Source: an optimization exercise on an open RTL-to-GDS flow (aim: small area). Production flows keep margins and buffers that such runs may drop. Function was checked by simulation only, so behaviour that the tests miss may differ from the original. No activity file was given, so power comes from the tool's default toggle rates.

[design/flow/design.v]
`timescale 1ns/1ps
module gameTop (
    input  logic         slowclk,
    input  logic         arstN,
    input  logic [4:0]   buttons,
    input  logic         restartEnable,
    input  logic [1:0]   speed,
    output logic [149:0] view
);
    function automatic logic [12:0] add12(input logic [11:0] a, input logic [11:0] b, input logic ci);
        logic        c;
        logic [11:0] r;
        c = ci;
        for (int i = 0; i < 12; i++)
        begin
            r[i] = a[i] ^ b[i] ^ c;
            c    = (a[i] & b[i]) | (a[i] & c) | (b[i] & c);
        end
        add12 = {c, r};
    endfunction
    function automatic logic cy12(input logic [11:0] a, input logic [11:0] b, input logic ci);
        logic c;
        c = ci;
        for (int i = 0; i < 12; i++)
            c = (a[i] & b[i]) | (c & (a[i] | b[i]));
        cy12 = c;
    endfunction
    function automatic logic cy8(input logic [7:0] a, input logic [7:0] b, input logic ci);
        logic c;
        c = ci;
        for (int i = 0; i < 8; i++)
            c = (a[i] & b[i]) | (c & (a[i] | b[i]));
        cy8 = c;
    endfunction
    function automatic logic ge12(input logic [11:0] a, input logic [11:0] b);
        ge12 = cy12(a, ~b, 1'b1);
    endfunction
    function automatic logic [11:0] dif12(input logic [11:0] b, input logic [11:0] na);
        logic [12:0] t;
        t = add12(b, na, 1'b1);
        dif12 = t[11:0];
    endfunction
    function automatic logic nearAx(input logic [11:0] d, input logic [7:0] rm1);
        logic neg;
        neg = d[11];
        nearAx = (d[11:8] == {4{neg}}) & cy8(rm1, d[7:0] ^ {8{~neg}}, ~neg);
    endfunction
    logic [10:1] pxH;
    logic [9:1]  pyH;
    logic [6:0]  fI;
    logic [4:0]  fJ;
    logic        fS;
    logic [10:0] fx;
    logic [9:0]  fy;
    logic [10:0] c1x, c2x;
    logic [9:0]  c1y, c2y;
    logic [9:1]  w1yH, w2yH;
    logic [7:0]  score, hiscore;
    logic [6:0]  cI;
    logic [4:0]  cJ;
    logic [12:0] fxa, fxb;
    assign fxa = add12({5'd0, fI}, 12'd70, 1'b0);
    assign fxb = add12(fxa[11:0], {1'b0, fI, 4'd0}, 1'b0);
    logic [12:0] fy3, fy32, fyb;
    assign fy3  = add12({6'd0, fJ, 1'b0}, {7'd0, fJ}, 1'b0);
    assign fy32 = add12({2'd0, fJ, 5'd0}, 12'd70, 1'b0);
    assign fyb  = add12(fy32[11:0], ~fy3[11:0], 1'b1);
    assign fx = fS ? 11'd700 : fxb[10:0];
    assign fy = fS ? 10'd800 : fyb[9:0];
    logic [11:0] px, py, w1y, w2y;
    logic [11:0] fx12, fy12, c1x12, c1y12, c2x12, c2y12;
    assign px    = {1'b0, pxH, 1'b0};
    assign py    = {2'd0, pyH, 1'b0};
    assign w1y   = {2'd0, w1yH, 1'b0};
    assign w2y   = {2'd0, w2yH, 1'b1};
    assign fx12  = {1'b0, fx};
    assign fy12  = {2'd0, fy};
    assign c1x12 = {1'b0, c1x};
    assign c1y12 = {2'd0, c1y};
    assign c2x12 = {1'b0, c2x};
    assign c2y12 = {2'd0, c2y};
    logic [12:0] t3s, tsz;
    logic [7:0]  size;
    logic [11:0] h;
    assign t3s  = add12({4'd0, score}, {3'd0, score, 1'b0}, 1'b0);
    assign tsz  = add12({4'd0, t3s[7:0]}, 12'd32, 1'b0);
    assign size = tsz[7:0];
    assign h    = {5'd0, size[7:1]};
    logic [12:0] t10, t8, t16, t50;
    logic [7:0]  r10m1, r8m1, r16m1, r50m1;
    assign t10   = add12(h, 12'd9, 1'b0);
    assign t8    = add12(h, 12'd7, 1'b0);
    assign t16   = add12(h, 12'd15, 1'b0);
    assign t50   = add12(h, 12'd49, 1'b0);
    assign r10m1 = t10[7:0];
    assign r8m1  = t8[7:0];
    assign r16m1 = t16[7:0];
    assign r50m1 = t50[7:0];
    logic hazards, awake1, awake2;
    assign hazards = |score[7:2];
    assign awake1  = |score;
    assign awake2  = (|score[7:3]) | (score[2] & score[1]);
    logic [11:0] d1x, d2x, d1y, d2y;
    logic [11:0] npx, npy;
    assign npx = ~px;
    assign npy = ~py;
    assign d1x = dif12(c1x12, npx);
    assign d2x = dif12(c2x12, npx);
    assign d1y = dif12(c1y12, npy);
    assign d2y = dif12(c2y12, npy);
    logic seekTouch;
    assign seekTouch = (nearAx(d1x, r10m1) & nearAx(d1y, r10m1)) |
                       (nearAx(d2x, r10m1) & nearAx(d2y, r10m1));
    logic        pSel;
    logic [11:0] ex, ey;
    assign pSel = ge12(px, 12'd676);
    assign ex   = dif12(pSel ? 12'd1000 : 12'd350, npx);
    assign ey   = dif12(pSel ? w2y : w1y, npy);
    logic sweepTouch;
    assign sweepTouch = hazards & nearAx(ex, r16m1) & nearAx(ey, r50m1);
    logic [12:0] pxh, pyh;
    logic wall;
    assign pxh  = add12(px, h, 1'b0);
    assign pyh  = add12(py, h, 1'b0);
    assign wall = ge12({4'd0, r10m1}, px) | ge12({4'd0, r10m1}, py) |
                  ge12(pxh[11:0], 12'd1430) | ge12(pyh[11:0], 12'd890);
    logic respawn;
    assign respawn = (buttons[0] & restartEnable) | wall | seekTouch | sweepTouch;
    logic [11:0] fdx, fdy;
    logic eat;
    assign fdx = dif12(fx12, npx);
    assign fdy = dif12(fy12, npy);
    assign eat = ~respawn & nearAx(fdx, r8m1) & nearAx(fdy, r8m1);
    logic k1r1, k1r2, k2r1, k2r2;
    assign k1r1 = ge12(c1x12, 12'd325) & ~ge12(c1x12, 12'd376);
    assign k1r2 = ge12(c1x12, 12'd975) & ~ge12(c1x12, 12'd1026);
    assign k2r1 = ge12(c2x12, 12'd325) & ~ge12(c2x12, 12'd376);
    assign k2r2 = ge12(c2x12, 12'd975) & ~ge12(c2x12, 12'd1026);
    logic [11:0] k1d, k2d;
    assign k1d = dif12(c1y12, ~(k1r2 ? w2y : w1y));
    assign k2d = dif12(c2y12, ~(k2r2 ? w2y : w1y));
    logic knock1, knock2;
    assign knock1 = hazards & (k1r1 | k1r2) & nearAx(k1d, 8'd59);
    assign knock2 = hazards & (k2r1 | k2r2) & nearAx(k2d, 8'd59);
    logic [11:0] step1, step2;
    assign step1 = {9'd0, (speed == 2'd3), speed + 2'd1};
    assign step2 = {9'd0, speed[1], ~speed[1], speed[0]};
    function automatic logic [11:0] towards(input logic [11:0] pos, input logic [11:0] d,
                                             input logic go, input logic [11:0] st);
        logic [12:0] t;
        logic        en, dn;
        en = go & (d != 12'd0);
        dn = en & ~d[11];
        t  = add12(pos, (st & {12{en}}) ^ {12{dn}}, dn);
        towards = t[11:0];
    endfunction
    logic [11:0] c1xN, c2xN, c1yN, c2yN;
    assign c1xN = towards(c1x12, d1x, awake1, step1);
    assign c1yN = towards(c1y12, d1y, awake1, step1);
    assign c2xN = towards(c2x12, d2x, awake2, step2);
    assign c2yN = towards(c2y12, d2y, awake2, step2);
    logic [12:0] pxN, pyN;
    logic        mr, ml, md, mu;
    assign mr  = buttons[1] & ~buttons[2];
    assign ml  = buttons[2] & ~buttons[1];
    assign md  = buttons[3] & ~buttons[4];
    assign mu  = buttons[4] & ~buttons[3];
    assign pxN = add12({2'd0, pxH}, {{10{ml}}, mr, mr | ml}, 1'b0);
    assign pyN = add12({3'd0, pyH}, {{10{mu}}, md, md | mu}, 1'b0);
    logic [11:0] wst;
    logic [12:0] w1N, w2N;
    logic        w1home, w2home;
    assign wst    = {9'd0, hazards, hazards & speed[1], hazards & speed[0]};
    assign w1N    = add12({3'd0, w1yH}, wst, 1'b0);
    assign w2N    = add12({3'd0, w2yH}, ~wst, 1'b1);
    assign w1home = respawn | (hazards & ge12({3'd0, w1yH}, 12'd445));
    assign w2home = respawn | (hazards & ~ge12({3'd0, w2yH}, 12'd5));
    logic [12:0] cIN, cJN;
    assign cIN = add12({5'd0, cI}, 12'd0, 1'b1);
    assign cJN = add12({7'd0, cJ}, 12'd0, 1'b1);
    logic [12:0] scN, hiN;
    assign scN = add12({4'd0, score}, 12'd0, 1'b1);
    assign hiN = add12({4'd0, hiscore}, 12'd0, 1'b1);
    always_ff @(posedge slowclk or negedge arstN)
    begin
        if (!arstN)
        begin
            pxH     <= 10'd360;
            pyH     <= 9'd225;
            fS      <= 1'b1;
            c1x     <= 11'd150;
            c1y     <= 10'd0;
            c2x     <= 11'd1250;
            c2y     <= 10'd0;
            w1yH    <= 9'd30;
            w2yH    <= 9'd419;
            score   <= 8'd0;
            hiscore <= 8'd0;
            cI      <= 7'd0;
            cJ      <= 5'd0;
        end
        else
        begin
            cI <= (cI == 7'd79) ? 7'd0 : cIN[6:0];
            cJ <= (cJ == 5'd28) ? 5'd0 : cJN[4:0];
            if (respawn)
            begin
                pxH   <= 10'd360;
                pyH   <= 9'd225;
                fS    <= 1'b1;
                score <= 8'd0;
            end
            else
            begin
                pxH <= pxN[9:0];
                pyH <= pyN[8:0];
                if (eat)
                begin
                    fS    <= 1'b0;
                    score <= scN[7:0];
                end
            end
            if (eat && (score == hiscore))
                hiscore <= hiN[7:0];
            if (respawn || knock1)
            begin
                c1x <= 11'd150;
                c1y <= 10'd0;
            end
            else
            begin
                c1x <= c1xN[10:0];
                c1y <= c1yN[9:0];
            end
            if (respawn || knock2)
            begin
                c2x <= 11'd1250;
                c2y <= 10'd0;
            end
            else
            begin
                c2x <= c2xN[10:0];
                c2y <= c2yN[9:0];
            end
            w1yH <= w1home ? 9'd30 : w1N[8:0];
            w2yH <= w2home ? 9'd419 : w2N[8:0];
        end
    end
    always_ff @(posedge slowclk or negedge arstN)
    begin
        if (!arstN)
        begin
            fI <= 7'd0;
            fJ <= 5'd0;
        end
        else if (eat)
        begin
            fI <= cI;
            fJ <= cJ;
        end
    end
    assign view = {px[10:0], py[9:0], size, fx, fy, c1x, c1y, c2x, c2y,
                   11'd350, w1y[9:0], 11'd1000, w2y[9:0], score, hiscore};
endmodule
[design/flow/flow/run.sh]
#!/bin/bash
# Own layout flow:
#  1. the standard synthesis, unchanged;
#  2. its combinational logic re-mapped for area with ABC, with a few scripts
#     (resynth.ys, area*.abc); every register instance stays exactly as the
#     standard synthesis made it (same name, same cell);
#  3. each re-mapped netlist proven equal to the standard one (eqcheck.py:
#     registers cut into free inputs and checked outputs, SAT proof), and the
#     smallest proven one kept (the standard netlist if none is proven);
#  4. the standard layout steps on that netlist, with the port buffers made
#     from the smallest plain buffer.
# Each tool's output goes to a log file of its own in this folder.
set -euo pipefail
HERE=$(pwd)
R=$HERE/orfs/results/$FLOW_PLATFORM/gameTop/base
LIB=$FLOW_HOME/platforms/$FLOW_PLATFORM/lib/sky130_fd_sc_hd__tt_025C_1v80.lib
BP="BUFFER_PORTS_ARGS=-buffer_cell sky130_fd_sc_hd__buf_1"

bash standard.sh "$BP" synth > log_1_standard_synth.log 2>&1
cp "$R/1_2_yosys.v" "$HERE/standard_synth.v"

DU=$(for c in $(cat flow/dontuse.txt); do printf -- '-dont_use %s ' "$c"; done)
resynth() {
    local n=$1
    sed -e "s#@LIB@#$LIB#g" -e "s#@IN@#$HERE/standard_synth.v#" -e "s#@OUT@#$HERE/resynth_$n.v#" \
        -e "s#@ABC@#$HERE/flow/area$n.abc#" -e "s#@DU@#$DU#" -e "s#@TOP@#$FLOW_TOP#g" \
        flow/resynth.ys > "resynth_$n.ys"
    if timeout 1500 yosys -l "log_2_resynth_$n.log" -s "resynth_$n.ys" > /dev/null 2>&1 &&
       timeout 1500 python3 flow/eqcheck.py "$LIB" "$HERE/standard_synth.v" "$HERE/resynth_$n.v" \
           "$HERE/eq_$n" > "log_3_eqcheck_$n.log" 2>&1; then
        grep -i "chip area" "log_2_resynth_$n.log" | tail -1 | awk '{print $NF}' > "area_$n.txt"
    fi
}
for n in 1 2 3; do resynth $n & done
wait

best=""; bestArea=""
for n in 1 2 3; do
    if [[ -s "area_$n.txt" ]]; then
        a=$(cat "area_$n.txt")
        if [[ -z "$best" ]] || python3 -c "import sys; sys.exit(0 if $a < $bestArea else 1)"; then
            best=$n; bestArea=$a
        fi
    fi
done
echo "chosen netlist: ${best:-standard} ${bestArea}" > log_4_choice.log
if [[ -n "$best" ]]; then
    cp "$HERE/resynth_$best.v" "$R/1_2_yosys.v"
    touch "$R/1_2_yosys.v"
fi

bash standard.sh "$BP" finish > log_5_standard_layout.log 2>&1
[design/flow/flow/area1.abc]
strash
&get -n
&deepsyn -T 60
&put
dch -f
amap
mfs3 -ae
strash
&get -n
&deepsyn -T 60
&put
dch -f
amap
mfs3 -ae
[design/flow/flow/area2.abc]
strash
&get -n
&deepsyn -T 60
&put
dch -f
amap
mfs3 -ae
strash
dch -f
amap
mfs3 -ae
[design/flow/flow/area3.abc]
strash
dc2
dch -f
amap
mfs3 -ae
strash
dc2
dch -f
amap
mfs3 -ae
strash
dch -f
amap
mfs3 -ae
[design/flow/flow/dontuse.txt]
sky130_fd_sc_hd__probe_p_8 sky130_fd_sc_hd__probec_p_8 sky130_fd_sc_hd__lpflow_bleeder_1 sky130_fd_sc_hd__lpflow_clkbufkapwr_1 sky130_fd_sc_hd__lpflow_clkbufkapwr_16 sky130_fd_sc_hd__lpflow_clkbufkapwr_2 sky130_fd_sc_hd__lpflow_clkbufkapwr_4 sky130_fd_sc_hd__lpflow_clkbufkapwr_8 sky130_fd_sc_hd__lpflow_clkinvkapwr_1 sky130_fd_sc_hd__lpflow_clkinvkapwr_16 sky130_fd_sc_hd__lpflow_clkinvkapwr_2 sky130_fd_sc_hd__lpflow_clkinvkapwr_4 sky130_fd_sc_hd__lpflow_clkinvkapwr_8 sky130_fd_sc_hd__lpflow_decapkapwr_12 sky130_fd_sc_hd__lpflow_decapkapwr_3 sky130_fd_sc_hd__lpflow_decapkapwr_4 sky130_fd_sc_hd__lpflow_decapkapwr_6 sky130_fd_sc_hd__lpflow_decapkapwr_8 sky130_fd_sc_hd__lpflow_inputiso0n_1 sky130_fd_sc_hd__lpflow_inputiso0p_1 sky130_fd_sc_hd__lpflow_inputiso1n_1 sky130_fd_sc_hd__lpflow_inputiso1p_1 sky130_fd_sc_hd__lpflow_inputisolatch_1 sky130_fd_sc_hd__lpflow_isobufsrc_1 sky130_fd_sc_hd__lpflow_isobufsrc_16 sky130_fd_sc_hd__lpflow_isobufsrc_2 sky130_fd_sc_hd__lpflow_isobufsrc_4 sky130_fd_sc_hd__lpflow_isobufsrc_8 sky130_fd_sc_hd__lpflow_isobufsrckapwr_16 sky130_fd_sc_hd__lpflow_lsbuf_lh_hl_isowell_tap_1 sky130_fd_sc_hd__lpflow_lsbuf_lh_hl_isowell_tap_2 sky130_fd_sc_hd__lpflow_lsbuf_lh_hl_isowell_tap_4 sky130_fd_sc_hd__lpflow_lsbuf_lh_isowell_4 sky130_fd_sc_hd__lpflow_lsbuf_lh_isowell_tap_1 sky130_fd_sc_hd__lpflow_lsbuf_lh_isowell_tap_2 sky130_fd_sc_hd__lpflow_lsbuf_lh_isowell_tap_4
[design/flow/flow/eqcheck.py]
#!/usr/bin/env python3
"""Combinational equivalence of two netlists of the same design whose registers
have the same instance names: every register is cut into a free input (its Q)
and a checked output (its D and other inputs), then Yosys's SAT solver proves the
two cut netlists equal. Usage: eqcheck.py LIB GOLD.v GATE.v WORKDIR; exit 0 when proven."""
import re, subprocess, sys, os
lib, gold, gate, wd = sys.argv[1:5]
os.makedirs(wd, exist_ok=True)
INST = re.compile(r'^\s*(sky130_fd_sc_hd__df\w+)\s+(\\\S+|\w+)\s*\((.*?)\);', re.S | re.M)
def cut(src, dst, name):
    s = open(src).read()
    regs = {}
    def repl(m):
        pins = dict((p, n.strip()) for p, n in re.findall(r'\.(\w+)\(([^()]*)\)', m.group(3)))
        regs[m.group(2)] = (m.group(1), pins)
        return ''
    s = INST.sub(repl, s)
    keys = sorted(regs)
    ports, decls, assigns = [], [], []
    for i, k in enumerate(keys):
        cell, pins = regs[k]
        for p, n in sorted(pins.items()):
            if p in ('Q', 'Q_N'):
                ports.append(f'ffq{i}_{p}'); decls.append(f'  input ffq{i}_{p};')
                assigns.append(f'  assign {n} = ffq{i}_{p};')
            elif p not in ('CLK', 'CLK_N'):
                ports.append(f'ffi{i}_{p}'); decls.append(f'  output ffi{i}_{p};')
                assigns.append(f'  assign ffi{i}_{p} = {n};')
    m = re.search(r'module\s+(\w+)\s*\((.*?)\);', s, re.S)
    s = s[:m.start()] + f'module {name}({m.group(2)}, ' + ', '.join(ports) + ');\n' + \
        '\n'.join(decls) + '\n' + '\n'.join(assigns) + '\n' + s[m.end():]
    open(dst, 'w').write(s)
    return keys
k1 = cut(gold, f'{wd}/gold_cut.v', 'gold')
k2 = cut(gate, f'{wd}/gate_cut.v', 'gate')
if k1 != k2:
    print('register sets differ'); sys.exit(1)
ys = f"""read_liberty -ignore_miss_func {lib}
read_verilog {wd}/gold_cut.v
read_verilog {wd}/gate_cut.v
flatten gold gate
miter -equiv -flatten -make_assert -ignore_gold_x gold gate miter
hierarchy -top miter
sat -verify -prove-asserts miter
"""
open(f'{wd}/eq.ys', 'w').write(ys)
r = subprocess.run(['yosys', '-q', '-l', f'{wd}/eq.log', '-s', f'{wd}/eq.ys'],
                   stdout=subprocess.DEVNULL, stderr=subprocess.DEVNULL)
print('PROVEN' if r.returncode == 0 else 'NOT PROVEN', len(k1), 'registers')
sys.exit(r.returncode)
[design/flow/flow/resynth.ys]
# Re-map the standard synthesis's combinational logic for area; every register
# instance is kept as the standard synthesis made it (same name, same cell).
read_liberty -ignore_miss_func @LIB@
read_verilog @IN@
hierarchy -top @TOP@
setattr -mod -set keep_hierarchy 1 sky130_fd_sc_hd__df*
flatten
rename -hide w:*.*
opt -purge
abc -liberty @LIB@ @DU@ -script @ABC@
opt_clean -purge
setundef -zero
hilomap -hicell sky130_fd_sc_hd__conb_1 HI -locell sky130_fd_sc_hd__conb_1 LO
opt_clean -purge
insbuf -buf sky130_fd_sc_hd__buf_4 A X
splitnets
opt_clean -purge
select @TOP@
stat -liberty @LIB@
write_verilog -noattr -nohex -nodec -selected @OUT@
[design/flow/standard.sh]
#!/bin/bash
# synth_recipe.tcl (not shown) runs the flow's synth.tcl, then flattens the netlist and writes it again
# the make line also repeats each setting of config.mk as NAME=value (left out here)
make -C /OpenROAD-flow-scripts/flow DESIGN_CONFIG=/design/flow/config.mk WORK_HOME=/design/flow/orfs CLKGATE_MAP_FILE= SYNTH_SCRIPT=/design/flow/synth_recipe.tcl "${@:-finish}"
[design/flow/config.mk]
export PLATFORM = sky130hd
export DESIGN_NAME = gameTop
export DESIGN_NICKNAME = gameTop
export VERILOG_FILES = /design/flow/design.v
export SDC_FILE = /design/flow/constraint.sdc
export NUM_CORES = 4
export LEC_CHECK = 0
export ABC_AREA = 1
export CAP_MARGIN = 5
export CORE_MARGIN = 2
export CORE_UTILIZATION = 50
export CTS_BUF_LIST = sky130_fd_sc_hd__clkbuf_4 sky130_fd_sc_hd__clkbuf_8
export SLEW_MARGIN = 5
[design/flow/constraint.sdc]
create_clock -name core_clock -period 10.0 [get_ports {slowclk}]
set_input_delay 2.0000 -clock core_clock [delete_from_list [all_inputs] [get_ports {slowclk}]]
set_output_delay 2.0000 -clock core_clock [all_outputs]
set_load 0.01 [all_outputs]
==> results of run 1 <==
registers in the layout, summed over array words and instances, names as in the netlist:
| name | count |
|---|---|
| w1yH | 9 |
| c2y | 10 |
| hiscore | 8 |
| c1x | 11 |
| fS | 1 |
| cJ | 5 |
| c1y | 10 |
| pyH | 9 |
| w2yH | 9 |
| pxH | 10 |
| score | 8 |
| cI | 7 |
| c2x | 11 |
| fJ | 5 |
| fI | 7 |
final cells by class:
type                    count  share of cell area
clock buffers              21              0.0226
repair buffers            151              0.0510
well taps                 280              0.0280
inverters                 191              0.0573
clock inverters            11              0.0136
multi-input cells        1402               0.585
flip-flops and latches    120               0.243
per-stage QoR:
stage                     setup slack (ps)  instance area (µm²)  utilization
after floorplan                       2360                11100            -
after global placement                1850                12100        0.555
after detailed placement              1760                12100        0.555
after CTS                             1700                12500        0.575
after global routing                   519                12500        0.575
final                                 1560                12500        0.575
worst max-delay path, delay by kind of cell (launching register included):
family,cells,cell delay (ps)
AO/OA/AOI/OAI,20,3890
AND/OR/NAND/NOR,18,2350
buffers and inverters,8,1600
flip-flops,1,490
power by group through the flow:
stage                     registers (mW)  clock network (mW)  logic [mW]
final                              0.759               0.523        2.15
after global routing               0.770               0.546        2.44
after global placement             0.758                   0        2.08
after CTS                          0.752               0.527        2.12
after floorplan                    0.714                   0        1.57
after detailed placement           0.761                   0        2.11
worst max path at each step:
stage	from	end	slack (ps)
2_1_floorplan	pxH[10]	hiscore[7]	2360
3_3_place_gp	pxH[10]	hiscore[7]	1850
3_5_place_dp	pxH[10]	hiscore[7]	1760
4_1_cts	pxH[10]	hiscore[7]	1700
5_1_grt	pxH[10]	hiscore[7]	520
6_report	pxH[10]	hiscore[7]	1560
per-layer routing:
metal  GRT usage  vias to the layer above
met5           0                        -
met4       0.140                        0
met3      0.0634                      100
met2       0.526                      613
met1       0.452                     6013
li1            -                     6594
==> summary.md, run 1 <==
| Metric | Value |
|---|---|
| RSZ-0062 raised after global routing | `no` |
| DRT Wirelength | `around 39,000 µm` |
| Final net count | `about 1,900` |
| Internal | `around 1.6 mW` |
| Max-Cap Viols | `0` |
| Commonest non-fill, non-tap cell in the layout | `nor2_1` |
| Leakage | `4.74 nW` |
| Antenna fix cells | `0` |
| Total Power | `3.44 mW` |
| Effective utilization at floorplan | `0.509` |
| Storage element area | `approximately 3000 µm²` |
| Gr ovfl total | `0` |
| CTS Buf Count | `17` |
| Area occupied by multi-input gates | `7320 µm²` |
| Highest clock rate | `about 120 MHz` |
| Drt wl/cell | `~18 µm` |
| Synth warn | `1` |
| Slew HR | `0.133` |
| First-pass GRT wire length | `between 60,000 and 70,000 µm` |
| Reg2Reg Launch Point | `pxH[10]` |
| Worst Reg-to-Reg Cells | `46` |
| Comb pwr share | `0.627` |
| Metal3 WL | `approximately 3400 µm` |
| Reg2reg setup slack | `between 1500 and 2000 ps` |
| Sinks on Clock Net | `120` |
| Clock skew | `around 18 ps` |
| Final Setup Violations | `0` |
| Detail Route Antenna Nets | `0` |
| Final Max Tran Viols | `0` |
| Vias post-DR | `between 10,000 and 15,000` |
| Post-Syn Area | `around 11,000 µm²` |
| Slew @ Worst Pin | `roughly 1300 ps` |
| Status | `complete, no violations` |
| Gr usage total | `0.334` |
| Min cycle time layout | `~8400 ps` |
| Die width | `approximately 150 µm` |
| Net Sw Power | `approximately 1.8 mW` |
| Clock slew at reported path FFs | `80 ps` |
| Syn_nets | `between 1,500 and 2,000` |
| Worst EP arrival | `between 8000 and 9000 ps` |
| GPL Wtd Cong | `1.00` |
| Largest net degree at the start of global routing | `71` |
| Mean post-synth cell area | `roughly 6.5 µm²` |
| Initial antenna violation count | `0` |
| Core Area | `roughly 22,000 µm²` |
| Cts repair resizes | `0` |
| Worst setup SP type | `register` |
| CP Capture Type | `register` |
| Clk buf depth | `2` |
| CTS tree | `done` |
| Hold path depth | `1` |
| First drt pass iteration count | `7` |
| Post-CTS setup buffer count | `0` |
| Non-filler cells, final | `2,176` |
| Hold WS | `between 400 and 500 ps` |
| Hold endpoint | `cI[0]` |
| Layout filler cell count | `between 2,000 and 2,500` |
| Port Buffer Count | `around 130` |
| PwrDens | `~270 nW/µm²` |
| Clock latency on the worst-skew pair | `470 ps` |
| Delay of the slowest cell on the worst path | `just under 800 ps` |
| FF-to-FF End | `hiscore[7]` |
| DR iter-0 viols | `approximately 1,300` |
| DP HPWL | `between 20,000 and 30,000 µm` |
| DR WL met2 | `between 15,000 and 20,000 µm` |
| Clock group share of total power | `0.152` |
| Drt drc | `0` |
| Final period util | `0.844` |
| Syn Inst Count | `1,714` |
| Required time of the critical path | `10,390 ps` |
| Net Sw Frac | `0.532` |
| HP Class | `reg2reg` |
| Worst hold start | `cI[0]` |
| Met1 WL | `between 15,000 and 20,000 µm` |
| Die Ht | `roughly 150 µm` |
| Highest routed layer | `met4` |
| DIE AREA | `23,300 µm²` |
| Final hold viol count | `0` |
| Crit Path Class | `reg2reg` |
| H-tree Lvls | `4` |
| Vias per cell | `~6.1` |
| Area grow syn2layout | `13.1%` |
| Rows | `54` |
| Sequential power share | `0.221` |
| Slowest-stage cell, CP | `o21ai_0` |
| Most frequent cells in the layout | `333 x nor2_1, 228 x o21ai_0, 191 x clkinv_1` |
| CP Max Fanout | `20` |
| Peak supply drop | `0.138 mV` |
| Layout cell share with drive strength beyond 1 | `0.0422` |
| Placed Cells | `approximately 2,100` |
| Vias in the first global route | `about 12,000` |
| Post-CTS Hold Buffers | `0` |
| CTS Root Cell | `clkbuf_8` |
| Final setup TNS | `0 ps` |
| I/O pins | `160` |
| Most used cell, CP | `a21oi_1` |
==> run 2: changes to the inputs <==
==> design/flow/flow/area1.abc (replaced) <==
strash
dc2
dc2
dch -f
amap
mfs3 -ae
strash
dch -f
amap
mfs3 -ae
--- a/design/flow/config.mk
+++ b/design/flow/config.mk
@@ -6,8 +6,8 @@
 export NUM_CORES = 4
 export LEC_CHECK = 0
 export ABC_AREA = 1
-export CAP_MARGIN = 5
+export CAP_MARGIN = 20
 export CORE_MARGIN = 2
 export CORE_UTILIZATION = 50
 export CTS_BUF_LIST = sky130_fd_sc_hd__clkbuf_4 sky130_fd_sc_hd__clkbuf_8
-export SLEW_MARGIN = 5
+export SLEW_MARGIN = 20
==> run 2 against run 1 <==
Net effect:
- largest cell class unchanged
- clock skew fell by 1.1 ps
- hold slack got worse by 16 ps
- sequential share of layout area barely moved
- worst setup slack worse by 58 ps
- final area about the same
- synthesized cell count is 1.7% higher
- power down 12%
- non-clock buffer count fell by 5
- synthesized area increased by 0.46%
- still clean on timing, DRC and antenna
- flip-flop and latch count stayed put
- first-iteration DRC count fell by 15%
==> summary.md, run 2 <==
| Metric | Value |
|---|---|
| Final Max Tran Viols | `0` |
| Reg2reg setup slack | `approximately 1500 ps` |
| GPL Wtd Cong | `between 0.9 and 1` |
| Drt wl/cell | `around 18 µm` |
| Worst setup SP type | `register` |
| Synth warn | `1` |
| Area grow syn2layout | `12.5%` |
| Syn Inst Count | `around 1,700` |
| Drt drc | `0` |
| Pre-CTS setup slack | `roughly 1600 ps` |
| Highest clock rate | `118 MHz` |
| Top flop regs | `c1x (11), c2x (11)` |
| Sinks on Clock Net | `between 100 and 150` |
| Gr ovfl total | `0` |
| DRT Wirelength | `just under 40,000 µm` |
| Delay of the slowest cell on the worst path | `about 490 ps` |
| Cts repair resizes | `0` |
| CP Max Fanout | `13` |
| Final hold viol count | `0` |
| DIE AREA | `~23,000 µm²` |
| Worst Reg-to-Reg Cells | `51` |
| FF-to-FF End | `hiscore[7]` |
| Status | `complete, no violations` |
| Final setup margin | `1500 ps` |
| First-pass GRT wire length | `62,400 µm` |
| H-tree Lvls | `4` |
| Clock slew at reported path FFs | `around 80 ps` |
| I/O pins | `160` |
| Clock skew | `roughly 17 ps` |
| Max-Cap Viols | `0` |
| CTS tree | `done` |
| Die width | `about 150 µm` |
| Detail Route Antenna Nets | `0` |
| Slew HR | `0.339` |
| Antenna fix cells | `0` |
| CTS Root Cell | `clkbuf_8` |
| Final Setup Violations | `0` |
| Commonest non-fill, non-tap cell in the layout | `nor2_1` |
| Post-CTS Hold Buffers | `0` |
| CTS Buf Count | `17` |
| Final setup TNS | `0 ps` |
| Core Area | `21,800 µm²` |
| Layout filler cell count | `2,224` |
| Crit Path Class | `reg2reg` |
| Hold path depth | `1` |
| Clock latency on the worst-skew pair | `approximately 460 ps` |
| CP Capture Type | `register` |
| DP HPWL | `~30,000 µm` |
| Total Power | `~3 mW` |
| Port Buffer Count | `133` |
| Reg2Reg Launch Point | `fJ[1]` |
| Mean post-synth cell area | `between 6 and 7 µm²` |
| Slew @ Worst Pin | `roughly 1000 ps` |
| Required time of the critical path | `~10,000 ps` |
| Most frequent cells in the layout | `309 x nor2_1, 245 x o21ai_0, 214 x clkinv_1` |
| Worst hold start | `cJ[0]` |
| Final net count | `roughly 1,900` |
| HP Class | `reg2reg` |
| PwrDens | `about 240 nW/µm²` |
| Peak supply drop | `around 0.15 mV` |
| Layout cell share with drive strength beyond 1 | `0.0391` |
| Final period util | `0.850` |
| DR iter-0 viols | `around 1,100` |
| First drt pass iteration count | `6` |
| Clk buf depth | `2` |
| Worst EP arrival | `approximately 8900 ps` |
| Post-Syn Area | `around 11,000 µm²` |
| Vias post-DR | `about 13,000` |
| Rows | `between 50 and 60` |
| Syn_nets | `between 1,500 and 2,000` |
| Effective utilization at floorplan | `0.510` |
| Post-CTS setup buffer count | `0` |
| Largest net degree at the start of global routing | `63` |
| RSZ-0062 raised after global routing | `no` |
| Hold endpoint | `cJ[0]` |
| Vias per cell | `roughly 6.0` |
| Leakage | `between 4 and 5 nW` |
| Slowest-stage cell, CP | `o21ai_0` |
| Gr usage total | `0.330` |
| Min cycle time layout | `8500 ps` |
| Layout Utilization | `0.574` |
| Initial antenna violation count | `0` |
| Vias in the first global route | `~12,000` |
| Most used cell, CP | `nor2_1` |
| Die Ht | `about 150 µm` |
==> run 2: worst max-delay path by stage <==
stage | start | to | slack, ps
floorplan | pxH[10] | hiscore[7] | 2140
finish | fJ[1] | hiscore[7] | 1500
global route | fJ[1] | hiscore[7] | 100
detailed placement | fJ[1] | hiscore[7] | 1640
global placement | fJ[1] | hiscore[7] | 2000
CTS | fJ[1] | hiscore[7] | 1580
==> run 2: metrics by stage <==
stage	std cells	hold WS, ps	area (µm²)
2_1_floorplan	1743	435	11100
3_3_place_gp	2168	456	12100
3_5_place_dp	2168	455	12100
4_1_cts	2200	466	12500
5_1_grt	2200	496	12500
6_report	2200	463	12500
==> run 2: layout make-up <==
type                       instances  area [µm²]  share of cell area
clock inverter                    11         174              0.0139
tap                              280         350              0.0280
sequential                       120        3040               0.243
timing repair buffer             146         601              0.0480
clock buffer                      21         264              0.0211
inverter                         214         803              0.0642
multi-input combinational       1408        7290               0.582
==> run 2: per-layer routing <==
layer | GRT usage | up-vias | routed length (µm)
li1 | - | 6661 | -
met1 | 0.449 | 5882 | 17000
met2 | 0.523 | 548 | 17300
met3 | 0.0553 | 82 | 3100
met4 | 0.134 | 0 | 1400
met5 | 0 | - | 0
==> run 2: where the power goes <==
group	internal [mW]	leakage [nW]	switching, mW
Clock	0.284	0.214	0.223
Sequential	0.557	1.47	0.164
Combinational	0.603	2.87	1.20
==> run 2: critical path, delay by kind of cell (launching register included) <==
family / cells / cell delay [ps]
buffers and inverters: 10 / 1490
AOI/OAI and AO/OA: 22 / 4410
DFF: 1 / 420
and+or+nand+nor: 19 / 2080
==> run 3: changes to the inputs <==
--- a/design/flow/flow/run.sh
+++ b/design/flow/flow/run.sh
@@ -15,6 +15,7 @@
 R=$HERE/orfs/results/$FLOW_PLATFORM/gameTop/base
 LIB=$FLOW_HOME/platforms/$FLOW_PLATFORM/lib/sky130_fd_sc_hd__tt_025C_1v80.lib
 BP="BUFFER_PORTS_ARGS=-buffer_cell sky130_fd_sc_hd__buf_1"
+CTS="CTS_ARGS=-sink_clustering_enable -repair_clock_nets -buf_list {sky130_fd_sc_hd__clkbuf_8 sky130_fd_sc_hd__clkbuf_16} -sink_clustering_size 40 -sink_clustering_max_diameter 200 -sink_buffer_max_cap_derate 1.0 -dont_use_dummy_load"
 
 bash standard.sh "$BP" synth > log_1_standard_synth.log 2>&1
 cp "$R/1_2_yosys.v" "$HERE/standard_synth.v"
@@ -49,4 +50,4 @@
     touch "$R/1_2_yosys.v"
 fi
 
-bash standard.sh "$BP" finish > log_5_standard_layout.log 2>&1
+bash standard.sh "$BP" "$CTS" finish > log_5_standard_layout.log 2>&1
==> design/flow/flow/area1.abc (replaced) <==
strash
&get -n
&deepsyn -T 60
&put
dch -f
amap
mfs3 -ae
strash
&get -n
&deepsyn -T 60
&put
dch -f
amap
mfs3 -ae
--- a/design/flow/config.mk
+++ b/design/flow/config.mk
@@ -6,8 +6,8 @@
 export NUM_CORES = 4
 export LEC_CHECK = 0
 export ABC_AREA = 1
-export CAP_MARGIN = 20
+export CAP_MARGIN = 5
 export CORE_MARGIN = 2
 export CORE_UTILIZATION = 50
 export CTS_BUF_LIST = sky130_fd_sc_hd__clkbuf_4 sky130_fd_sc_hd__clkbuf_8
-export SLEW_MARGIN = 20
+export SLEW_MARGIN = 5
==> run 3 against run 2 <==
Net effect:
- still clean
- sequential share of layout area grew 0.071 points
- die area decreased by 0.45%
- global-route usage rose by 0.34 points
- routed wire length is 1.6% higher
- fmax grew 1.0%
- count of clock-buffer cells in the layout fell by 4
- largest power group unchanged
==> summary.md, run 3 <==
| Metric | Value |
|---|---|
| Core Area | `around 22,000 µm²` |
| Non-filler cells, final | `2,161` |
| Gr ovfl total | `0` |
| Min cycle time layout | `8410 ps` |
| Drt wl/cell | `between 15 and 20 µm` |
| Most frequent cells in the layout | `333 x nor2_1, 228 x o21ai_0, 191 x clkinv_1` |
| Max-Cap Viols | `0` |
| Largest net degree at the start of global routing | `71` |
| Clock skew | `15.3 ps` |
| DRT Wirelength | `39,400 µm` |
| DP HPWL | `roughly 30,000 µm` |
| Clock latency on the worst-skew pair | `540 ps` |
| Worst Reg-to-Reg Cells | `46` |
| Slowest-stage cell, CP | `o21ai_0` |
| Hold WS | `around 470 ps` |
| Post-Syn Area | `11,100 µm²` |
| Slew @ Worst Pin | `1320 ps` |
| CTS Buf Count | `17` |
| Syn Inst Count | `1,714` |
| CP Capture Type | `register` |
| GPL Wtd Cong | `between 1 and 1.5` |
| CP Max Fanout | `20` |
| Synth warn | `1` |
| Top flop regs | `c1x (11), c2x (11)` |
| Detail Route Antenna Nets | `0` |
| Final setup margin | `approximately 1600 ps` |
| Final net count | `around 1,900` |
| Vias post-DR | `13,200` |
| Placed Cells | `around 2,100` |
| Most used cell, CP | `a21oi_1` |
| Sinks on Clock Net | `120` |
| Worst EP arrival | `8870 ps` |
| Rows | `54` |
| Reg2reg setup slack | `between 1500 and 2000 ps` |
| Pre-CTS setup slack | `between 1500 and 2000 ps` |
| Post-CTS setup buffer count | `0` |
| Clk buf depth | `2` |
| Required time of the critical path | `approximately 10,000 ps` |
| Gr usage total | `0.333` |
| DIE AREA | `~23,000 µm²` |
| First-pass GRT wire length | `62,100 µm` |
| Final hold viol count | `0` |
| Crit Path Class | `reg2reg` |
| Initial antenna violation count | `0` |
| RSZ-0062 raised after global routing | `no` |
| Port Buffer Count | `133` |
| Vias per cell | `about 6` |
| Slew HR | `0.112` |
| Mean post-synth cell area | `~6.5 µm²` |
| Leakage | `~4.7 nW` |
| Hold path depth | `1` |
| H-tree Lvls | `4` |
| Syn_nets | `1,724` |
| CTS tree | `done` |
| HP Class | `reg2reg` |
| First drt pass iteration count | `7` |
| Status | `complete, no violations` |
| Die Ht | `153 µm` |
| Commonest non-fill, non-tap cell in the layout | `nor2_1` |
| Highest clock rate | `between 100 and 150 MHz` |
| Peak supply drop | `approximately 0.14 mV` |
| Layout filler cell count | `approximately 2,200` |
| Clock slew at reported path FFs | `about 60 ps` |
| Area grow syn2layout | `12.7%` |
| Final Setup Violations | `0` |
| Cts repair resizes | `0` |
| Delay of the slowest cell on the worst path | `roughly 770 ps` |
| PwrDens | `~270 nW/µm²` |
| Antenna fix cells | `0` |
| CTS Root Cell | `clkbuf_8` |
| Vias in the first global route | `11,800` |
| Final setup TNS | `0 ps` |
| Effective utilization at floorplan | `0.509` |
| Final Max Tran Viols | `0` |
| Final period util | `0.841` |
| Drt drc | `0` |
| Layout cell share with drive strength beyond 1 | `0.0346` |
| Worst setup SP type | `register` |
| Post-CTS Hold Buffers | `0` |
| I/O pins | `between 150 and 200` |
| Total Power | `about 3.4 mW` |
| Die width | `153 µm` |
| DR iter-0 viols | `~1,300` |
-- run 3: per-stage QoR --
stage	instance area, µm²	util
final	12500	0.574
after global routing	12500	0.574
after CTS	12500	0.574
after detailed placement	12100	0.555
after global placement	12100	0.555
after floorplan	11100	-
-- run 3: cell type report --
cell class	instances	area [µm²]	share of cell area
Clock buffer	17	414	0.0332
Tap cell	280	350	0.0281
Multi-Input combinational cell	1402	7320	0.587
Sequential cell	120	3040	0.243
Inverter	191	717	0.0574
Timing Repair Buffer	151	638	0.0511
-- run 3: routing by layer --
layer	routed length [µm]	share of wire	track usage
met5	0	0	0
met1	17200	0.44	0.450
met2	17300	0.44	0.525
met3	3630	0.092	0.0751
met4	1290	0.033	0.121
-- run 3: path summary, 6_finish.rpt --
kind	from	endpoint
min in group asynchronous	arstN	w2yH[5]
max in group asynchronous	arstN	hiscore[1]
worst min-delay path	cJ[0]	cJ[0]
worst max-delay path	pxH[10]	hiscore[7]
worst max register to register	pxH[10]	hiscore[7]
worst min register to register	cJ[0]	cJ[0]
-- run 3: report_power, final --
group | internal, mW | switching, mW
combinational | 0.742 | 1.41
clock | 0.282 | 0.210
sequential | 0.573 | 0.188
total | 1.60 | 1.81
-- run 3: worst max-delay path, delay by kind of cell, from the launching register on --
kind / cells / cell delay [ps]
AO/OA/AOI/OAI: 20 / 3900
AND/OR/NAND/NOR: 18 / 2320
buffers and inverters: 8 / 1580
flip-flops: 1 / 480
==> run 4: changes to the inputs <==
--- a/design/flow/flow/run.sh
+++ b/design/flow/flow/run.sh
@@ -15,7 +15,7 @@
 R=$HERE/orfs/results/$FLOW_PLATFORM/gameTop/base
 LIB=$FLOW_HOME/platforms/$FLOW_PLATFORM/lib/sky130_fd_sc_hd__tt_025C_1v80.lib
 BP="BUFFER_PORTS_ARGS=-buffer_cell sky130_fd_sc_hd__buf_1"
-CTS="CTS_ARGS=-sink_clustering_enable -repair_clock_nets -buf_list {sky130_fd_sc_hd__clkbuf_8 sky130_fd_sc_hd__clkbuf_16} -sink_clustering_size 40 -sink_clustering_max_diameter 200 -sink_buffer_max_cap_derate 1.0 -dont_use_dummy_load"
+CTS="CTS_ARGS=-sink_clustering_enable -repair_clock_nets -buf_list {sky130_fd_sc_hd__clkbuf_2 sky130_fd_sc_hd__clkbuf_4} -dont_use_dummy_load"
 
 bash standard.sh "$BP" synth > log_1_standard_synth.log 2>&1
 cp "$R/1_2_yosys.v" "$HERE/standard_synth.v"
--- a/design/flow/config.mk
+++ b/design/flow/config.mk
@@ -9,5 +9,5 @@
 export CAP_MARGIN = 5
 export CORE_MARGIN = 2
 export CORE_UTILIZATION = 50
-export CTS_BUF_LIST = sky130_fd_sc_hd__clkbuf_4 sky130_fd_sc_hd__clkbuf_8
+export CTS_BUF_LIST = sky130_fd_sc_hd__clkbuf_2 sky130_fd_sc_hd__clkbuf_4
 export SLEW_MARGIN = 5
==> run 4 against run 3 <==
Net effect:
- still clean
- routed wire length fell by 0.56%
- via count grew 0.11%
- final area is 2.3% lower
- count of clock-buffer cells in the layout unchanged
- hold slack better by 6.6 ps
- cell count barely moved
- flip-flop and latch count unchanged
- synthesized cell count unchanged
- die area is the same
- critical endpoint unchanged
==> summary.md, run 4 <==
| Metric | Value |
|---|---|
| Peak supply drop | `0.137 mV` |
| DR iter-0 viols | `approximately 1,200` |
| Vias post-DR | `13,200` |
| DRT Wirelength | `just under 40,000 µm` |
| Die Ht | `about 150 µm` |
| Slew HR | `0.140` |
| Slowest-stage cell, CP | `o21ai_0` |
| Drt wl/cell | `18.1 µm` |
| Top flop regs | `c1x (11), c2x (11)` |
| Gr usage total | `0.332` |
| Min cycle time layout | `approximately 8400 ps` |
| Final setup margin | `approximately 1600 ps` |
| Core Area | `around 22,000 µm²` |
| Hold WS | `480 ps` |
| Post-CTS setup buffer count | `0` |
| Clk buf depth | `2` |
| CTS Root Cell | `clkbuf_4` |
| Clock skew | `between 40 and 50 ps` |
| Delay of the slowest cell on the worst path | `roughly 760 ps` |
| Clock latency on the worst-skew pair | `about 560 ps` |
| Detail Route Antenna Nets | `0` |
| Buf/Inv on CP | `8` |
| Mean post-synth cell area | `between 6 and 7 µm²` |
| Final net count | `roughly 1,900` |
| Crit path max-delay family | `compound AO/OA/AOI/OAI gates` |
| Port Buffer Count | `roughly 130` |
| Post-CTS Hold Buffers | `0` |
| H-tree Lvls | `4` |
| Die width | `around 150 µm` |
| Worst Reg-to-Reg Cells | `46` |
| CTS tree | `done` |
| Highest routed layer | `met4` |
| RSZ-0062 raised after global routing | `no` |
| Effective utilization at floorplan | `0.509` |
| Max-Cap Viols | `0` |
| Leakage | `about 4.6 nW` |
| First drt pass iteration count | `6` |
| Gr ovfl total | `0` |
| Area grow syn2layout | `10.2%` |
| CTS Buf Count | `17` |
| Clock slew at reported path FFs | `approximately 110 ps` |
| Worst setup SP type | `register` |
| Commonest non-fill, non-tap cell in the layout | `nor2_1` |
| Slew @ Worst Pin | `1280 ps` |
| Worst setup path start | `pxH[10]` |
| Most used cell, CP | `a21oi_1` |
| Sinks on Clock Net | `between 100 and 150` |
| Vias per cell | `approximately 6` |
| Vias in the first global route | `11,700` |
| Most frequent cells in the layout | `333 x nor2_1, 228 x o21ai_0, 191 x clkinv_1` |
| Initial antenna violation count | `1` |
| DIE AREA | `23,300 µm²` |
| Final Max Tran Viols | `0` |
| DP HPWL | `about 30,000 µm` |
| Layout cell share with drive strength beyond 1 | `0.0346` |
| Stages on worst setup path | `46` |
| Met1 WL | `~17,000 µm` |
| Drt drc | `0` |
| Synth warn | `1` |
| Metal3 WL | `3410 µm` |
| Status | `complete, no violations` |
| CP Max Fanout | `20` |
| Syn_nets | `about 1,700` |
| Required time of the critical path | `around 10,000 ps` |
| Rows | `54` |
| Hold path depth | `1` |
| DR WL met2 | `between 15,000 and 20,000 µm` |
| Syn Inst Count | `1,714` |
| PwrDens | `between 200 and 300 nW/µm²` |
| Largest net degree at the start of global routing | `71` |
| Final Setup Violations | `0` |
| Reg2reg setup slack | `about 1600 ps` |
| Final period util | `0.845` |
| FF-to-FF End | `hiscore[7]` |
| Pre-CTS setup slack | `roughly 1800 ps` |
| Cts repair resizes | `0` |
| Crit Path Class | `reg2reg` |
| Final hold viol count | `0` |
| HP Class | `reg2reg` |
| Final setup TNS | `0 ps` |
| Reg2Reg Launch Point | `pxH[10]` |
| Termination of the worst setup path | `hiscore[7]` |
| CP Capture Type | `register` |
| First-pass GRT wire length | `just over 60,000 µm` |
| GPL Wtd Cong | `~1.0` |
| I/O pins | `160` |
| Worst EP arrival | `between 8000 and 9000 ps` |
| Highest clock rate | `between 100 and 150 MHz` |
| Post-Syn Area | `approximately 11,000 µm²` |
| Layout filler cell count | `between 2,000 and 2,500` |
[run 4: final cells by class]
class / count / area [µm²] / area share
Inverter: 191 / 717 / 0.0588
Clock buffer: 17 / 128 / 0.0105
Sequential cell: 120 / 3040 / 0.249
Multi-Input combinational cell: 1402 / 7320 / 0.601
Tap cell: 280 / 350 / 0.0287
Timing Repair Buffer: 151 / 638 / 0.0523
Antenna cell: 1 / 2.50 / 0.000205
[run 4: report_power, final]
part           internal, mW  total (mW)  switching [mW]
clock                0.0776       0.261           0.183
sequential            0.572       0.759           0.187
combinational         0.742        2.15            1.41
total                  1.39        3.17            1.78
[run 4: worst min path at each step]
stage / startpoint / end / slack (ps)
2_1_floorplan: cJ[0] / cJ[0] / 440
3_3_place_gp: cJ[0] / cJ[0] / 460
3_5_place_dp: cI[0] / cI[0] / 470
4_1_cts: cJ[0] / cJ[0] / 480
5_1_grt: cJ[0] / cJ[0] / 490
6_report: cJ[0] / cJ[0] / 480
[run 4: metal layers]
| layer | global-route usage | vias up |
|---|---|---|
| met5 | 0 | - |
| met4 | 0.111 | 0 |
| met3 | 0.0694 | 82 |
| met2 | 0.530 | 596 |
| met1 | 0.450 | 5957 |
| li1 | - | 6586 |
[run 4: metrics by stage]
stage               total power, mW  instance area, µm²  std cells   util
floorplan                      2.28               11100       1714      -
global placement               2.84               12100       2144  0.555
detailed placement             2.87               12100       2144  0.555
CTS                            3.13               12200       2161  0.561
global route                   3.49               12200       2162  0.561
finish                         3.17               12200       2162  0.561
==> run 5: changes to the inputs <==
--- a/design/flow/flow/run.sh
+++ b/design/flow/flow/run.sh
@@ -8,7 +8,8 @@
 #     registers cut into free inputs and checked outputs, SAT proof), and the
 #     smallest proven one kept (the standard netlist if none is proven);
 #  4. the standard layout steps on that netlist, with the port buffers made
-#     from the smallest plain buffer.
+#     from the smallest plain buffer and the clock tree built without dummy
+#     loads (CTS_ARGS below).
 # Each tool's output goes to a log file of its own in this folder.
 set -euo pipefail
 HERE=$(pwd)
==> run 5 against run 4 <==
Net effect:
- fmax did not move
- final area did not move
- non-clock buffer count did not move
==> summary.md, run 5 <==
| Metric | Value |
|---|---|
| Effective utilization at floorplan | `0.509` |
| Peak supply drop | `0.137 mV` |
| CP Max Fanout | `20` |
| Initial antenna violation count | `1` |
| Layout cell share with drive strength beyond 1 | `0.0346` |
| Worst setup SP type | `register` |
| Crit Path Class | `reg2reg` |
| Post-Syn Area | `11,100 µm²` |
| Post-CTS Hold Buffers | `0` |
| Worst EP arrival | `a little under 9000 ps` |
| Vias in the first global route | `around 12,000` |
| Slew @ Worst Pin | `1280 ps` |
| Final net count | `~1,900` |
| Highest clock rate | `about 120 MHz` |
| Layout Utilization | `0.561` |
| Most frequent cells in the layout | `333 x nor2_1, 228 x o21ai_0, 191 x clkinv_1` |
| Cts repair resizes | `0` |
| CTS tree | `done` |
| Final Max Tran Viols | `0` |
| H-tree Lvls | `4` |
| Detail Route Antenna Nets | `0` |
| Final period util | `0.845` |
| Status | `complete, no violations` |
| Max-Cap Viols | `0` |
| Cell Area, Placed | `roughly 12,000 µm²` |
| First drt pass iteration count | `6` |
| Port Buffer Count | `approximately 130` |
| Syn Inst Count | `approximately 1,700` |
| Die width | `~150 µm` |
| Final setup TNS | `0 ps` |
| PwrDens | `approximately 260 nW/µm²` |
| CTS Root Cell | `clkbuf_4` |
| Area grow syn2layout | `10.2%` |
| Clock slew at reported path FFs | `110 ps` |
| Commonest non-fill, non-tap cell in the layout | `nor2_1` |
| Mean post-synth cell area | `6.46 µm²` |
| Largest net degree at the start of global routing | `71` |
| Final Instance Area | `between 10,000 and 15,000 µm²` |
| First-pass GRT wire length | `roughly 62,000 µm` |
| Syn_nets | `about 1,700` |
| Final setup margin | `1550 ps` |
| Die Ht | `about 150 µm` |
| Min cycle time layout | `8450 ps` |
| Final Setup Violations | `0` |
| DRT Wirelength | `between 30,000 and 40,000 µm` |
| Pre-CTS setup slack | `roughly 1800 ps` |
| Gr ovfl total | `0` |
| Vias post-DR | `13,200` |
| Slowest-stage cell, CP | `o21ai_0` |
| DIE AREA | `between 20,000 and 25,000 µm²` |
| Most used cell, CP | `a21oi_1` |
| Reg2reg setup slack | `around 1600 ps` |
| Required time of the critical path | `10,480 ps` |
| Delay of the slowest cell on the worst path | `760 ps` |
| DR iter-0 viols | `around 1,200` |
| DP HPWL | `slightly below 30,000 µm` |
| Clock skew | `~40 ps` |
| Rows | `54` |
| Vias per cell | `around 6.1` |
| Final hold viol count | `0` |
| Synth warn | `1` |
| Gr usage total | `0.332` |
| Slew HR | `0.140` |
| I/O pins | `between 150 and 200` |
| HP Class | `reg2reg` |
| Hold WS | `between 400 and 500 ps` |
| RSZ-0062 raised after global routing | `no` |
| Drt drc | `0` |
| GPL Wtd Cong | `1.00` |
| Sinks on Clock Net | `120` |
| Clk buf depth | `2` |
| CTS Buf Count | `17` |
| Leakage | `4.60 nW` |
| Clock latency on the worst-skew pair | `roughly 560 ps` |
| Top flop regs | `c1x (11), c2x (11)` |
| Post-CTS setup buffer count | `0` |
| CP Capture Type | `register` |
| Core Area | `about 22,000 µm²` |
| Drt wl/cell | `between 15 and 20 µm` |
-- run 5: cell counts in the layout (fill, tap and decap cells not counted) --
No cell type changed its count.
-- run 5: layout make-up --
| cell class | count | area, µm² |
|---|---|---|
| antenna | 1 | 2.50 |
| clock buffer | 17 | 128 |
| fill | 2186 | 9560 |
| inverter | 191 | 717 |
| multi-input combinational | 1402 | 7320 |
| sequential | 120 | 3040 |
| tap | 280 | 350 |
| timing repair buffer | 151 | 638 |
-- run 5: path summary, 6_finish.rpt --
check                             start         end  cells after the start
worst min register to register    cJ[0]       cJ[0]                      1
min in group asynchronous         arstN     w2yH[5]                      1
worst max register to register  pxH[10]  hiscore[7]                     46
worst max-delay path            pxH[10]  hiscore[7]                     46
max in group asynchronous         arstN       fI[5]                      2
worst min-delay path              cJ[0]       cJ[0]                      1
-- run 5: where the power goes --
part | internal, mW | leakage (nW) | switching [mW] | total, mW
logic | 0.742 | 3.05 | 1.41 | 2.15
clock network | 0.0776 | 0.0782 | 0.183 | 0.261
registers | 0.572 | 1.46 | 0.187 | 0.759
-- run 5: worst max-delay path, delay by kind of cell (launching register included) --
kind / cells / cell delay, ps
AO/OA/AOI/OAI: 20 / 3900
AND/OR/NAND/NOR: 18 / 2360
buffers and inverters: 8 / 1600
flip-flops: 1 / 500
-- run 5: per-stage QoR --
step | cells | power, mW
finish | 2162 | 3.17
global route | 2162 | 3.49
CTS | 2161 | 3.13
detailed placement | 2144 | 2.87
global placement | 2144 | 2.84
floorplan | 1714 | 2.28
-- run 5: metal layers --
metal  GRT usage  up-vias  share of wire
met1       0.450     5957           0.44
met5           0        -              0
met4       0.111        0          0.030
met2       0.530      596           0.44
li1            -     6586              -
met3      0.0694       82          0.087
==> run 6: changes to the inputs <==
--- a/design/flow/flow/run.sh
+++ b/design/flow/flow/run.sh
@@ -16,7 +16,7 @@
 R=$HERE/orfs/results/$FLOW_PLATFORM/gameTop/base
 LIB=$FLOW_HOME/platforms/$FLOW_PLATFORM/lib/sky130_fd_sc_hd__tt_025C_1v80.lib
 BP="BUFFER_PORTS_ARGS=-buffer_cell sky130_fd_sc_hd__buf_1"
-CTS="CTS_ARGS=-sink_clustering_enable -repair_clock_nets -buf_list {sky130_fd_sc_hd__clkbuf_2 sky130_fd_sc_hd__clkbuf_4} -dont_use_dummy_load"
+CTS="CTS_ARGS=-sink_clustering_enable -repair_clock_nets -buf_list {sky130_fd_sc_hd__clkbuf_4 sky130_fd_sc_hd__clkbuf_8} -dont_use_dummy_load"
 
 bash standard.sh "$BP" synth > log_1_standard_synth.log 2>&1
 cp "$R/1_2_yosys.v" "$HERE/standard_synth.v"
--- a/design/flow/config.mk
+++ b/design/flow/config.mk
@@ -9,5 +9,5 @@
 export CAP_MARGIN = 5
 export CORE_MARGIN = 2
 export CORE_UTILIZATION = 50
-export CTS_BUF_LIST = sky130_fd_sc_hd__clkbuf_2 sky130_fd_sc_hd__clkbuf_4
+export CTS_BUF_LIST = sky130_fd_sc_hd__clkbuf_4 sky130_fd_sc_hd__clkbuf_8
 export SLEW_MARGIN = 5
==> run 6 against run 5 <==
Net effect:
- hold slack got worse by 3.6 ps
- worst setup slack improved by 35 ps
- register-to-register slack improved by 40 ps
- non-clock buffer count did not move
- clock power rose by 32%
- fmax rose by 0.42%
- global-route usage barely moved
- largest cell class unchanged
- highest routed layer unchanged
==> summary.md, run 6 <==
| Metric | Value |
|---|---|
| Placed Cells | `2,144` |
| Die Ht | `between 150 and 200 µm` |
| Top flop regs | `c1x (11), c2x (11)` |
| Most frequent cells in the layout | `333 x nor2_1, 228 x o21ai_0, 191 x clkinv_1` |
| Routing usage on met3 | `0.0626` |
| Leakage | `4.64 nW` |
| Detail Route Antenna Nets | `0` |
| Routing usage on met2 | `0.525` |
| Mean post-synth cell area | `6.46 µm²` |
| Worst Reg-to-Reg Cells | `46` |
| First-pass GRT wire length | `62,000 µm` |
| Clock slew at reported path FFs | `around 70 ps` |
| DRT Wirelength | `39,300 µm` |
| Worst hold start | `cI[0]` |
| Cts repair resizes | `0` |
| Port Buffer Count | `about 130` |
| Post-CTS Hold Buffers | `0` |
| I/O pins | `160` |
| DIE AREA | `roughly 23,000 µm²` |
| CTS Buf Count | `17` |
| Cell Area, Placed | `12,100 µm²` |
| RSZ-0062 raised after global routing | `no` |
| PwrDens | `264 nW/µm²` |
| Sinks on Clock Net | `120` |
| Synth warn | `1` |
| CP Capture Type | `register` |
| CTS tree | `done` |
| Gr usage total | `0.332` |
| HP Class | `reg2reg` |
| Final Instance Area | `around 12,000 µm²` |
| Final period util | `0.841` |
| Hold path depth | `1` |
| Peak supply drop | `approximately 0.14 mV` |
| CTS Root Cell | `clkbuf_8` |
| Min cycle time layout | `approximately 8400 ps` |
| Antenna fix cells | `0` |
| Most used cell, CP | `a21oi_1` |
| Drt drc | `0` |
| Gr ovfl total | `0` |
| Layout cell share with drive strength beyond 1 | `0.0346` |
| GRT busiest layer | `met2` |
| Vias in the first global route | `~12,000` |
| Worst EP arrival | `approximately 8800 ps` |
| Effective utilization at floorplan | `0.509` |
| Initial antenna violation count | `0` |
| GPL Wtd Cong | `between 1 and 1.5` |
| Buf/Inv on CP | `8` |
| Slowest-stage cell, CP | `o21ai_0` |
| Post-CTS setup buffer count | `0` |
| Reg2Reg Launch Point | `pxH[10]` |
| Non-filler cells, final | `around 2,200` |
| Crit path max-delay family | `compound AO/OA/AOI/OAI gates` |
| Final setup TNS | `0 ps` |
| Vias per cell | `6.14` |
| Crit Path Class | `reg2reg` |
| DR iter-0 viols | `~1,100` |
| Final net count | `1,893` |
| Slew HR | `0.136` |
| Delay of the slowest cell on the worst path | `around 770 ps` |
| Final hold viol count | `0` |
| DP HPWL | `around 30,000 µm` |
| Worst setup SP type | `register` |
| Area grow syn2layout | `11.1%` |
| Status | `complete, no violations` |
| H-tree Lvls | `4` |
| Hold WS | `about 480 ps` |
| Clk buf depth | `2` |
| Final Setup Violations | `0` |
| Post-Syn Area | `about 11,000 µm²` |
| Stages on worst setup path | `between 40 and 50` |
| Slew @ Worst Pin | `about 1300 ps` |
| CP Max Fanout | `20` |
| Syn_nets | `approximately 1,700` |
| Commonest non-fill, non-tap cell in the layout | `nor2_1` |
| Worst setup path start | `pxH[10]` |
| Max-Cap Viols | `0` |
| First drt pass iteration count | `7` |
| Clock latency on the worst-skew pair | `roughly 450 ps` |
| Met1 Resource Use GR | `0.450` |
| Syn Inst Count | `~1,700` |
| Required time of the critical path | `approximately 10,000 ps` |
| Largest net degree at the start of global routing | `just over 70` |
| Vias post-DR | `between 10,000 and 15,000` |
| Final Max Tran Viols | `0` |
| Core Area | `between 20,000 and 25,000 µm²` |
| Die width | `153 µm` |
| Highest clock rate | `roughly 120 MHz` |
| Rows | `54` |
| Clock skew | `between 20 and 25 ps` |
| Drt wl/cell | `approximately 18 µm` |
run 6: final timing paths:
check,endpoint,slack (ps)
hold reg to reg,cI[0],480
setup / recovery,hiscore[7],1590
hold / removal,cI[0],480
max in group asynchronous,score[2],6930
setup reg to reg,hiscore[7],1590
min in group asynchronous,w2yH[5],1620
run 6: through the flow:
step           setup WS [ps]  utilization  total power, mW
5_1_grt                  524        0.565             3.57
4_1_cts                 1710        0.565             3.21
3_3_place_gp            1850        0.555             2.84
2_1_floorplan           2360            -             2.28
3_5_place_dp            1760        0.555             2.87
6_report                1590        0.565             3.25
run 6: layout make-up:
type | count | area (µm²)
Fill cell | 2181 | 9460
Multi-Input combinational cell | 1402 | 7320
Sequential cell | 120 | 3040
Inverter | 191 | 717
Timing Repair Buffer | 151 | 638
Tap cell | 280 | 350
Clock buffer | 17 | 234
run 6: worst reg2reg max path: cells and delay by family (launching register included):
kind	cells	cell delay, ps
AOI/OAI and AO/OA	20	3900
and+or+nand+nor	18	2340
buffers and inverters	8	1580
DFF	1	490
run 6: metal layers:
metal	vias to the layer above	share of wire
met3	90	0.092
li1	6586	-
met2	640	0.44
met5	-	0
met1	5949	0.43
met4	0	0.034
run 6: power by group:
group | switching (mW) | total [mW] | internal [mW]
Clock | 0.194 | 0.344 | 0.150
Combinational | 1.41 | 2.15 | 0.742
Sequential | 0.187 | 0.759 | 0.572
Total | 1.79 | 3.25 | 1.46
==> run 7: changes to the inputs <==
--- a/design/flow/flow/run.sh
+++ b/design/flow/flow/run.sh
@@ -8,8 +8,7 @@
 #     registers cut into free inputs and checked outputs, SAT proof), and the
 #     smallest proven one kept (the standard netlist if none is proven);
 #  4. the standard layout steps on that netlist, with the port buffers made
-#     from the smallest plain buffer and the clock tree built without dummy
-#     loads (CTS_ARGS below).
+#     from the smallest plain buffer.
 # Each tool's output goes to a log file of its own in this folder.
 set -euo pipefail
 HERE=$(pwd)
==> run 7 against run 6 <==
Net effect:
- global-route usage is the same
- non-clock buffer count unchanged
- first-iteration DRC count is the same
- via count unchanged
- register-to-register slack is essentially flat
- count of clock-buffer cells in the layout unchanged
- synthesized area is the same
- flip-flop and latch count unchanged
- largest cell class unchanged
- combinational power about the same
- hold slack stayed put
- worst setup slack stayed put
- clock skew unchanged
==> summary.md, run 7 <==
| Metric | Value |
|---|---|
| Status | `complete, no violations` |
| Hold endpoint | `cI[0]` |
| Port Buffer Count | `between 100 and 150` |
| RSZ-0062 raised after global routing | `no` |
| Antenna fix cells | `0` |
| Clock slew at reported path FFs | `about 70 ps` |
| DIE AREA | `23,300 µm²` |
| Detail Route Antenna Nets | `0` |
| Vias post-DR | `13,300` |
| Crit Path Class | `reg2reg` |
| CTS Root Cell | `clkbuf_8` |
| Largest net degree at the start of global routing | `between 70 and 80` |
| Hold path depth | `1` |
| Initial antenna violation count | `0` |
| Most used cell, CP | `a21oi_1` |
| Clock latency on the worst-skew pair | `roughly 450 ps` |
| Placed Cells | `2,144` |
| DP HPWL | `29,700 µm` |
| Slew HR | `0.136` |
| CP Max Fanout | `20` |
| Final Max Tran Viols | `0` |
| Rows | `between 50 and 60` |
| Final hold viol count | `0` |
| Slew @ Worst Pin | `about 1300 ps` |
| CP Capture Type | `register` |
| Vias in the first global route | `approximately 12,000` |
| Final setup TNS | `0 ps` |
| Post-Syn Area | `between 10,000 and 15,000 µm²` |
| Highest clock rate | `119 MHz` |
| Die Ht | `approximately 150 µm` |
| Commonest non-fill, non-tap cell in the layout | `nor2_1` |
| Max-Cap Viols | `0` |
| Delay of the slowest cell on the worst path | `between 700 and 800 ps` |
| Cts repair resizes | `0` |
| HP Class | `reg2reg` |
| First-pass GRT wire length | `between 60,000 and 70,000 µm` |
| Worst setup SP type | `register` |
| PwrDens | `264 nW/µm²` |
| Most frequent cells in the layout | `333 x nor2_1, 228 x o21ai_0, 191 x clkinv_1` |
| Gr ovfl total | `0` |
| Layout cell share with drive strength beyond 1 | `0.0346` |
| Post-CTS setup buffer count | `0` |
| FF-to-FF End | `hiscore[7]` |
| First drt pass iteration count | `7` |
| Final Setup Violations | `0` |
| Die width | `between 150 and 200 µm` |
| Final period util | `0.841` |
| Reg2Reg Launch Point | `pxH[10]` |
| Min cycle time layout | `between 8000 and 9000 ps` |
| Top flop regs | `c1x (11), c2x (11)` |
| Non-filler cells, final | `between 2,000 and 2,500` |
| Mean post-synth cell area | `6.46 µm²` |
| Effective utilization at floorplan | `0.509` |
| DRT Wirelength | `between 30,000 and 40,000 µm` |
| Reg2reg setup slack | `1590 ps` |
| Worst Reg-to-Reg Cells | `46` |
| Slowest-stage cell, CP | `o21ai_0` |
| Gr usage total | `0.332` |
| Drt wl/cell | `18.2 µm` |
| Synth warn | `1` |
| Clock skew | `about 24 ps` |
| Syn_nets | `between 1,500 and 2,000` |
| Final net count | `between 1,500 and 2,000` |
| Sinks on Clock Net | `between 100 and 150` |
| H-tree Lvls | `4` |
| Worst hold start | `cI[0]` |
| I/O pins | `160` |
| Area grow syn2layout | `11.1%` |
| Worst EP arrival | `8790 ps` |
| CTS Buf Count | `17` |
| Core Area | `between 20,000 and 25,000 µm²` |
| Vias per cell | `6.14` |
| GPL Wtd Cong | `approximately 1.0` |
| Clk buf depth | `2` |
| Required time of the critical path | `10,380 ps` |
| CTS tree | `done` |
| Peak supply drop | `0.138 mV` |
| Post-CTS Hold Buffers | `0` |
| Syn Inst Count | `between 1,500 and 2,000` |
| Leakage | `4.64 nW` |
| Drt drc | `0` |
| DR iter-0 viols | `between 1,000 and 1,500` |
run 7: cell counts in the layout (fill, tap and decap cells not counted):
Identical to the previous run, type by type.
run 7: worst max path at each step:
stage | from | to | slack (ps) | cells after the start
after floorplan | pxH[10] | hiscore[7] | 2360 | 43
after global placement | pxH[10] | hiscore[7] | 1850 | 46
after detailed placement | pxH[10] | hiscore[7] | 1760 | 46
after CTS | pxH[10] | hiscore[7] | 1710 | 46
after global routing | pxH[10] | hiscore[7] | 520 | 46
final | pxH[10] | hiscore[7] | 1590 | 46
run 7: where the power goes:
part	switching, mW	leakage (nW)	total, mW	internal, mW
sequential	0.187	1.46	0.759	0.572
combinational	1.41	3.05	2.15	0.742
clock	0.194	0.122	0.344	0.150
run 7: routing by layer:
layer	wire, µm	track usage	vias up
met1	17000	0.450	5949
li1	-	-	6586
met5	0	0	-
met4	1330	0.131	0
met2	17300	0.525	640
met3	3630	0.0626	90
run 7: stage by stage:
stage / utilization / area, µm² / worst slack [ps] / total power [mW] / hold WS, ps
after floorplan: - / 11100 / 2360 / 2.28 / 435
after global placement: 0.555 / 12100 / 1850 / 2.84 / 458
after detailed placement: 0.555 / 12100 / 1760 / 2.87 / 467
after CTS: 0.565 / 12300 / 1710 / 3.21 / 479
after global routing: 0.565 / 12300 / 524 / 3.57 / 485
final: 0.565 / 12300 / 1590 / 3.25 / 476
run 7: final cells by class:
cell class | count | area [µm²]
Clock buffer | 17 | 234
Inverter | 191 | 717
Timing Repair Buffer | 151 | 638
Sequential cell | 120 | 3040
Tap cell | 280 | 350
Multi-Input combinational cell | 1402 | 7320
Fill cell | 2181 | 9460
run 7: worst max-delay path: cells and delay by family (launching register included):
family,cells,cell delay (ps)
AOI/OAI and AO/OA,20,3890
and+or+nand+nor,18,2330
buffers and inverters,8,1580
DFF,1,490

## port drivers added, routing unchanged
In the flow no input, the clock included, has a driving cell. The finished layouts below were timed again as built, in two steps.
Step 1 sets driving cells, clkbuf_16 on the clock port and buf_2 on the other inputs (assumed; they add their load-dependent delay and slew).
Step 2 adds t to the input delays and takes it off the output delays; t is the mean of the earliest and latest rising clock arrival at the registers after step 1. Input paths then give back, and output paths get back, about the clock's delay inside the block.
Three values: ideal, step 1, step 2; two values: the first two.
| run | shift t [ns] | slack for setup (ns) | worst hold slack (ns) | clock arrival spread, ns | pins driven straight from the clock port |
|---|---|---|---|---|---|
| run 1 | 0.504 | 1.562 / 1.562 / 1.562 | 0.479 / 0.479 / 0.479 | 0.018 / 0.018 | 1 |
| run 2 | 0.491 | 1.505 / 1.505 / 1.505 | 0.463 / 0.463 / 0.463 | 0.017 / 0.017 | 1 |
| run 3 | 0.575 | 1.591 / 1.591 / 1.591 | 0.473 / 0.473 / 0.473 | 0.016 / 0.015 | 1 |
| run 4 | 0.580 | 1.552 / 1.552 / 1.552 | 0.480 / 0.480 / 0.480 | 0.041 / 0.041 | 1 |
| run 5 | 0.580 | 1.552 / 1.552 / 1.552 | 0.480 / 0.480 / 0.480 | 0.041 / 0.041 | 1 |
| run 6 | 0.485 | 1.587 / 1.587 / 1.587 | 0.476 / 0.476 / 0.476 | 0.025 / 0.024 | 1 |
| run 7 | 0.485 | 1.587 / 1.587 / 1.587 | 0.476 / 0.476 / 0.476 | 0.025 / 0.024 | 1 |
After both steps every run listed still meets setup and hold.
